This is an optimization exercise on Yosys and OpenROAD, whose aim is small area, a short achievable clock period and few clock cycles per item, not a production implementation. RTL that was checked went through simulation tests only; none was proved equivalent to the original.

## run 1
## comp_mult_top
module comp_mult_top
#(
    parameter logic [15:0] APB_BASE = '0   
) (
    input  logic        clk,
    input  logic        rst_n,
    input  logic [15:0] paddr,
    input  logic        pwrite,
    input  logic [15:0] pwdata,
    input  logic        psel,
    output logic        pready,
    output logic [15:0] prdata,
    output logic        pslverr,
    output logic        mem_ce,
    output logic        mem_we,
    output logic [15:0] mem_addr,
    output logic [7:0]  mem_wr_data,
    input  logic [7:0]  mem_rd_data
);
Settings: LEC_CHECK=0, ABC_AREA=1, CAP_MARGIN=20, CORE_MARGIN=2, CORE_UTILIZATION=40, CTS_BUF_LIST=sky130_fd_sc_hd__clkbuf_16, CTS_CLUSTER_DIAMETER=150, CTS_CLUSTER_SIZE=24, PLACE_DENSITY=0.7, SETUP_SLACK_MARGIN=4.0, SLEW_MARGIN=20; clock period 6.5 ns.
standard.sh (not shown) runs the stock make flow with config.mk's settings and CLKGATE_MAP_FILE= SYNTH_SCRIPT=/design/flow/synth_recipe.tcl, a recipe that flattens the netlist after the stock synthesis.
==> flow/flow/run.sh <==
#!/bin/bash
# standard layout, with plain buffers on the ports
set -euo pipefail
bash standard.sh BUFFER_PORTS_ARGS="-buffer_cell sky130_fd_sc_hd__buf_2" finish > standard.log 2>&1
Testbench counts of run 1, summed over its fixed seeds: cycles 22,492, items 2,070.
--- input diff run 1..run 2 ---
Settings: CTS_CLUSTER_DIAMETER: 150 -> 180; CTS_CLUSTER_SIZE: 24 -> 28.
- For run 2 and run 1, there was not a single run that failed to finish clean.
- Final-report hold violation count essentially unchanged between run 2 and run 1.
- On routing usage on met2, run 2 and run 1 are basically level.
- When the final numbers for run 2 and run 1 were put side by side, the portion of the clock cycle consumed by the worst path in the final layout turned out to be smaller in run 2.
- Run 2 ended with less count of vias placed by the detailed router than run 1.
- ~same routed wire length in run 2 and run 1
- Relative to run 1, the final-layout fill cell count measured on run 2 has increased slightly.
- Cell area across run 2 and run 1: no real change.
- ~same global-route track usage on met1 in run 2 and run 1
- There was hardly any difference in post-route core utilization between run 1 and run 2.
- Relative to run 1, the setup clock skew after layout of run 2 is higher by 0.0080 ns.
The inputs of run 3 differ from those of run 2 as listed below.
Settings: SETUP_SLACK_MARGIN now 3.95, was 4.0.
Any difference in via count between run 3 and run 2 is small enough to ignore. Fmax | run 3 vs run 2 | run 3 slower. Going from run 2 to run 3, area used by multi-input combinational logic now smaller, final standard cell area without fillers shrank by 0.80%, post-route core utilization fell 0.36 points, sequential share of cell area went up 0.33 points.

========
Starting RTL as in the previous note.
// comp_mult_top
module comp_mult_top
#(
    parameter logic [15:0] APB_BASE = '0   
) (
    input  logic        clk,
    input  logic        rst_n,
    input  logic [15:0] paddr,
    input  logic        pwrite,
    input  logic [15:0] pwdata,
    input  logic        psel,
    output logic        pready,
    output logic [15:0] prdata,
    output logic        pslverr,
    output logic        mem_ce,
    output logic        mem_we,
    output logic [15:0] mem_addr,
    output logic [7:0]  mem_wr_data,
    input  logic [7:0]  mem_rd_data
);
==> flow/config.mk <==
export PLATFORM = sky130hd
export DESIGN_NAME = comp_mult_top
export DESIGN_NICKNAME = comp_mult_top
export VERILOG_FILES = /design/flow/design.v
export SDC_FILE = /design/flow/constraint.sdc
export NUM_CORES = 4
export LEC_CHECK = 0
export CAP_MARGIN = 20
export CORE_MARGIN = 2
export CORE_UTILIZATION = 40
export CTS_BUF_LIST = sky130_fd_sc_hd__clkbuf_16
export CTS_CLUSTER_DIAMETER = 150
export CTS_CLUSTER_SIZE = 24
export SETUP_SLACK_MARGIN = 4.2
export SLEW_MARGIN = 20
==> flow/constraint.sdc <==
create_clock -name core_clock -period 6.5 [get_ports {clk}]
set_input_delay 1.3000 -clock core_clock [delete_from_list [all_inputs] [get_ports {clk}]]
set_output_delay 1.3000 -clock core_clock [all_outputs]
set_load 0.01 [all_outputs]
Scripts as last shown in full above: flow/flow/run.sh
Testbench counts at the start, summed over its fixed seeds: cycles 22,492, items 2,070.
Edit:
ABC_AREA = 1   (was not set)
CTS_CLUSTER_DIAMETER = 180   (was 150)
CTS_CLUSTER_SIZE = 28   (was 24)
PLACE_DENSITY = 0.7   (was not set)
SETUP_SLACK_MARGIN = 4.07   (was 4.2)
=>
- The new run produced a clean layout
- die area grows by 1.4%
- cell area shrinks by 4.1%
- routed wire length fell by 0.92%
- worst hold slack got worse by 0.068 ns
- sequential share of layout area increases by 1.3 points
Edit:
ABC_AREA = not set   (was 1)
CTS_CLUSTER_DIAMETER = 150   (was 180)
CTS_CLUSTER_SIZE = 24   (was 28)
PLACE_DENSITY = not set   (was 0.7)
SETUP_SLACK_MARGIN = 4.0   (was 4.07)
Outcome: The new run went through all stages and came out clean. Global-route usage rises by 0.19 points. Area after synthesis is lower slightly. Critical path depth stays the same. Setup slack got worse by 0.067 ns. Wire length goes down slightly.
Edit:
ABC_AREA = 1   (was not set)
CTS_CLUSTER_DIAMETER = 200   (was 150)
CTS_CLUSTER_SIZE = 30   (was 24)
After rerunning: The new run completed with no timing, DRC or antenna violations. Via count rises by 12%. Sequential cell count stays the same. Synthesized area rises by 1.5%. Register-to-register slack improves by 0.06 ns. Hold slack degrades by 0.054 ns. Clock skew is higher by 0.010 ns. First-iteration DRC count went down by about 5%.
Edit:
CTS_CLUSTER_DIAMETER = 150   (was 200)
CTS_CLUSTER_SIZE = 24   (was 30)
The changed run completed without violations.
Global-route usage grows by 0.15 points.
Final cell count stays flat.
Wire length went up by 0.68%.
Core utilization grows by 0.32 points.
Via count barely changes.
Setup slack is worse by 0.016 ns.
Die area stays the same.
Non-clock buffer count fell by 1.
Final area rises by 0.73%.

========
build 65:
Another version of the RTL of comp_mult_top (not shown whole).
Size in the first run: about 190 flip-flops, ~88 I/O pins.
==> flow/config.mk <==
export PLATFORM = sky130hd
export DESIGN_NAME = comp_mult_top
export DESIGN_NICKNAME = comp_mult_top
export VERILOG_FILES = /design/flow/design.v
export SDC_FILE = /design/flow/constraint.sdc
export NUM_CORES = 4
export LEC_CHECK = 0
export ABC_AREA = 1
export CAP_MARGIN = 20
export CORE_MARGIN = 2
export CORE_UTILIZATION = 40
export CTS_BUF_LIST = sky130_fd_sc_hd__clkbuf_16
export CTS_CLUSTER_DIAMETER = 180
export CTS_CLUSTER_SIZE = 28
export PLACE_DENSITY = 0.7
export SETUP_SLACK_MARGIN = 4.0
export SLEW_MARGIN = 20
==> flow/constraint.sdc <==
create_clock -name core_clock -period 6.5 [get_ports {clk}]
set_input_delay 1.3000 -clock core_clock [delete_from_list [all_inputs] [get_ports {clk}]]
set_output_delay 1.3000 -clock core_clock [all_outputs]
set_load 0.01 [all_outputs]
Scripts as last shown in full above: flow/flow/run.sh
Edits applied to the flow inputs when going from build 65 to build 41:
- CTS_CLUSTER_SIZE changed from 28 to 24
- PLACE_DENSITY removed (was 0.7)
- CTS_CLUSTER_DIAMETER changed from 180 to 150
- ABC_AREA removed (was 1)
### Flow results
Sequential share of layout area ends up lower on build 65.
Build 65 reports its endpoint of the worst setup timing path as mem_wr_data[1] while build 41 reports acc[16].
Edits applied to the flow inputs when going from build 41 to build 22:
- ABC_AREA newly set to 1
--- outcome ---
- Build 22 reached the final stage; the timing, DRC and antenna checks on its layout passed.
- Build 22 ended up with dfxtp_1 as its slowest cell on the critical path; build 41 ended up with dfxtp_4.
- First-pass GRT wire length, build 22 vs build 41: up by a little under 10%
- Global placer's final weighted congestion: build 22 vs build 41 up about 13%
- Diff build 41..build 22 | design area | negligible
- Measured against each other, build 22 and build 41 differ in gate count of the mapped netlist, the higher figure coming from build 22.
- Lower clock period minus final worst setup slack goes to build 22 over build 41.
- Post-layout instance count excluding filler cells grows by more than 10% when moving from build 41 to build 22.
- Changes observed in build 22 relative to build 41: share of cell area taken by multi-input logic gates shows a reduction of 2.1 points; total global-route track usage increased by 0.87 points relative to the old numbers; routed wire length has increased.
No run of this note included a check of the RTL's function; only the layout flow was run.

========
Setup of rev 12:
Another version of the RTL of comp_mult_top (not shown whole).
Size: ~170 flip-flops, ~0.0091 sq mm of cells after synthesis.
Design comp_mult_top, start of the top module:
module comp_mult_top
#(
    parameter logic [15:0] APB_BASE = '0   
) (
    input  logic        clk,
    input  logic        rst_n,
    input  logic [15:0] paddr,
    input  logic        pwrite,
    input  logic [15:0] pwdata,
    input  logic        psel,
    output logic        pready,
    output logic [15:0] prdata,
    output logic        pslverr,
    output logic        mem_ce,
    output logic        mem_we,
    output logic [15:0] mem_addr,
    output logic [7:0]  mem_wr_data,
    input  logic [7:0]  mem_rd_data
);
clock: 6.5 ns
lec_check: 0
cap_margin: 20
core_margin: 2
core_utilization: 40
setup_slack_margin: 3.6
slew_margin: 20
Scripts as last shown in full above: flow/flow/run.sh
For rev 13, these inputs were changed with respect to rev 12:
Settings: SETUP_SLACK_MARGIN no longer set, was 3.6.
Findings:
- met3 wire length was higher in rev 13 than in rev 12.
- Sequential cell area share: rev 13 vs rev 12 up 3.9 points
- Of rev 13 and rev 12, the run reporting the lower core utilization was rev 13.
- Re number of well-tap cells placed: no difference whatsoever between rev 13 and rev 12.
- Cell area after layout (rev 13 / rev 12): 0.907
- Against rev 12, rev 13 reports a final worst slack that is lower.
Function was not checked in any run of this note: the RTL went through the layout flow alone.

========
## oak
comp_mult_top, a different RTL version from the one above (not shown whole).
Size in the first run: roughly 1100 cells after synthesis, about 200 flip-flops, about 88 I/O pins.
// comp_mult_top
module comp_mult_top
#(
    parameter logic [15:0] APB_BASE = '0   
) (
    input  logic        clk,
    input  logic        rst_n,
    input  logic [15:0] paddr,
    input  logic        pwrite,
    input  logic [15:0] pwdata,
    input  logic        psel,
    output logic        pready,
    output logic [15:0] prdata,
    output logic        pslverr,
    output logic        mem_ce,
    output logic        mem_we,
    output logic [15:0] mem_addr,
    output logic [7:0]  mem_wr_data,
    input  logic [7:0]  mem_rd_data
);
Settings: LEC_CHECK=0, ABC_AREA=1, CAP_MARGIN=20, CORE_MARGIN=2, CORE_UTILIZATION=40, CTS_BUF_LIST=sky130_fd_sc_hd__clkbuf_16, CTS_CLUSTER_DIAMETER=180, CTS_CLUSTER_SIZE=28, PLACE_DENSITY=0.7, SETUP_SLACK_MARGIN=4.05, SLEW_MARGIN=20; clock period 6.5 ns.
Scripts as last shown in full above: flow/flow/run.sh
Testbench counts of oak, summed over its fixed seeds: cycles 22,748, items 2,070.
### oak -> pine
Settings: SETUP_SLACK_MARGIN now 3.85, was 4.05.
--- outcome ---
pine reached the end of the flow, and the finished layout is clean on the timing, DRC and antenna checks.
When pine is measured against oak, its area added between synthesis and finish turns out 1.0 points lower.
Re worst setup slack after placement: pine and oak aren't equal, and the higher value belongs to oak.
When the final numbers for pine and oak were put side by side, the number of stages on the worst setup path turned out to be greater in oak.
Sequential standard cell area of pine is on par with oak.
As of pine, total non-filler cell area in the finished layout had fallen slightly compared to oak.
Changes observed in pine relative to oak: overall fraction of global-route tracks in use has increased; routed wire length has decreased; layout buffering overhead excluding clock cells has remained practically unchanged; final cell count has remained practically unchanged; global routing met2 resource utilization has increased.
--- input diff pine..birch ---
Settings: swapping 3.85 for 3.95 in SETUP_SLACK_MARGIN.
Results
Achievable clock frequency: pine vs birch, no meaningful difference. Going from pine to birch, utilization closely matched the old numbers, setup slack held steady. Any difference in finished layout cell area between birch and pine is small enough to ignore. Changes observed in birch relative to pine: number of flip-flops and latches neither gained nor lost much. The fraction of standard cell area in multi-input logic on birch is in line with that on pine.

[re-timing with driven ports]
No port has a modelled driver above. Below, the same layouts with a new extraction and two added sets of constraints. Step 1 assumes that a clkbuf_16 drives the clock port and a buf_2 every other input. Step 2 times the ports against the registers' clock, not the clock port: input delays grow and output delays shrink by t, the midpoint of the rising clock arrivals with the driver on. Slacks: ideal ports / drivers / drivers and shift; pairs: ideal ports / drivers.
| run | t (ns) | setup slack, ns | cell pins on the clock port's net |
|---|---|---|---|
| run 1 | 0.509 | 4.060 / 4.017 / 3.737 | 1 |
| run 2 | 0.502 | 4.077 / 4.032 / 3.764 | 1 |
| run 3 | 0.502 | 4.065 / 4.021 / 3.745 | 1 |
| the first run of note 2 | 0.516 | 4.024 / 4.035 / 3.520 | 1 |
| the second run of note 2 | 0.496 | 4.101 / 4.074 / 3.787 | 1 |
| the third run of note 2 | 0.518 | 4.033 / 4.013 / 3.536 | 1 |
| the fourth run of note 2 | 0.518 | 4.085 / 4.039 / 3.751 | 1 |
| the fifth run of note 2 | 0.514 | 4.068 / 4.039 / 3.764 | 1 |
| build 65 | 0.479 | 4.114 / 4.067 / 3.774 | 1 |
| build 41 | 0.473 | 3.843 / 3.843 / 3.758 | 1 |
| build 22 | 0.482 | 4.064 / 4.018 / 3.823 | 1 |
| rev 12 | 0.479 | 3.479 / 3.431 / 3.396 | 1 |
| rev 13 | 0.478 | 2.374 / 2.327 / 2.805 | 1 |
| oak | 0.497 | 4.059 / 4.036 / 3.913 | 1 |
| pine | 0.503 | 4.056 / 4.008 / 3.846 | 1 |
| birch | 0.504 | 4.057 / 4.010 / 3.844 | 1 |
After both steps setup and hold are still met in every run listed. For the first run of note 2, which loses most, drivers alone change the setup slack by +0.011 ns; drivers and shift together by -0.504 ns.
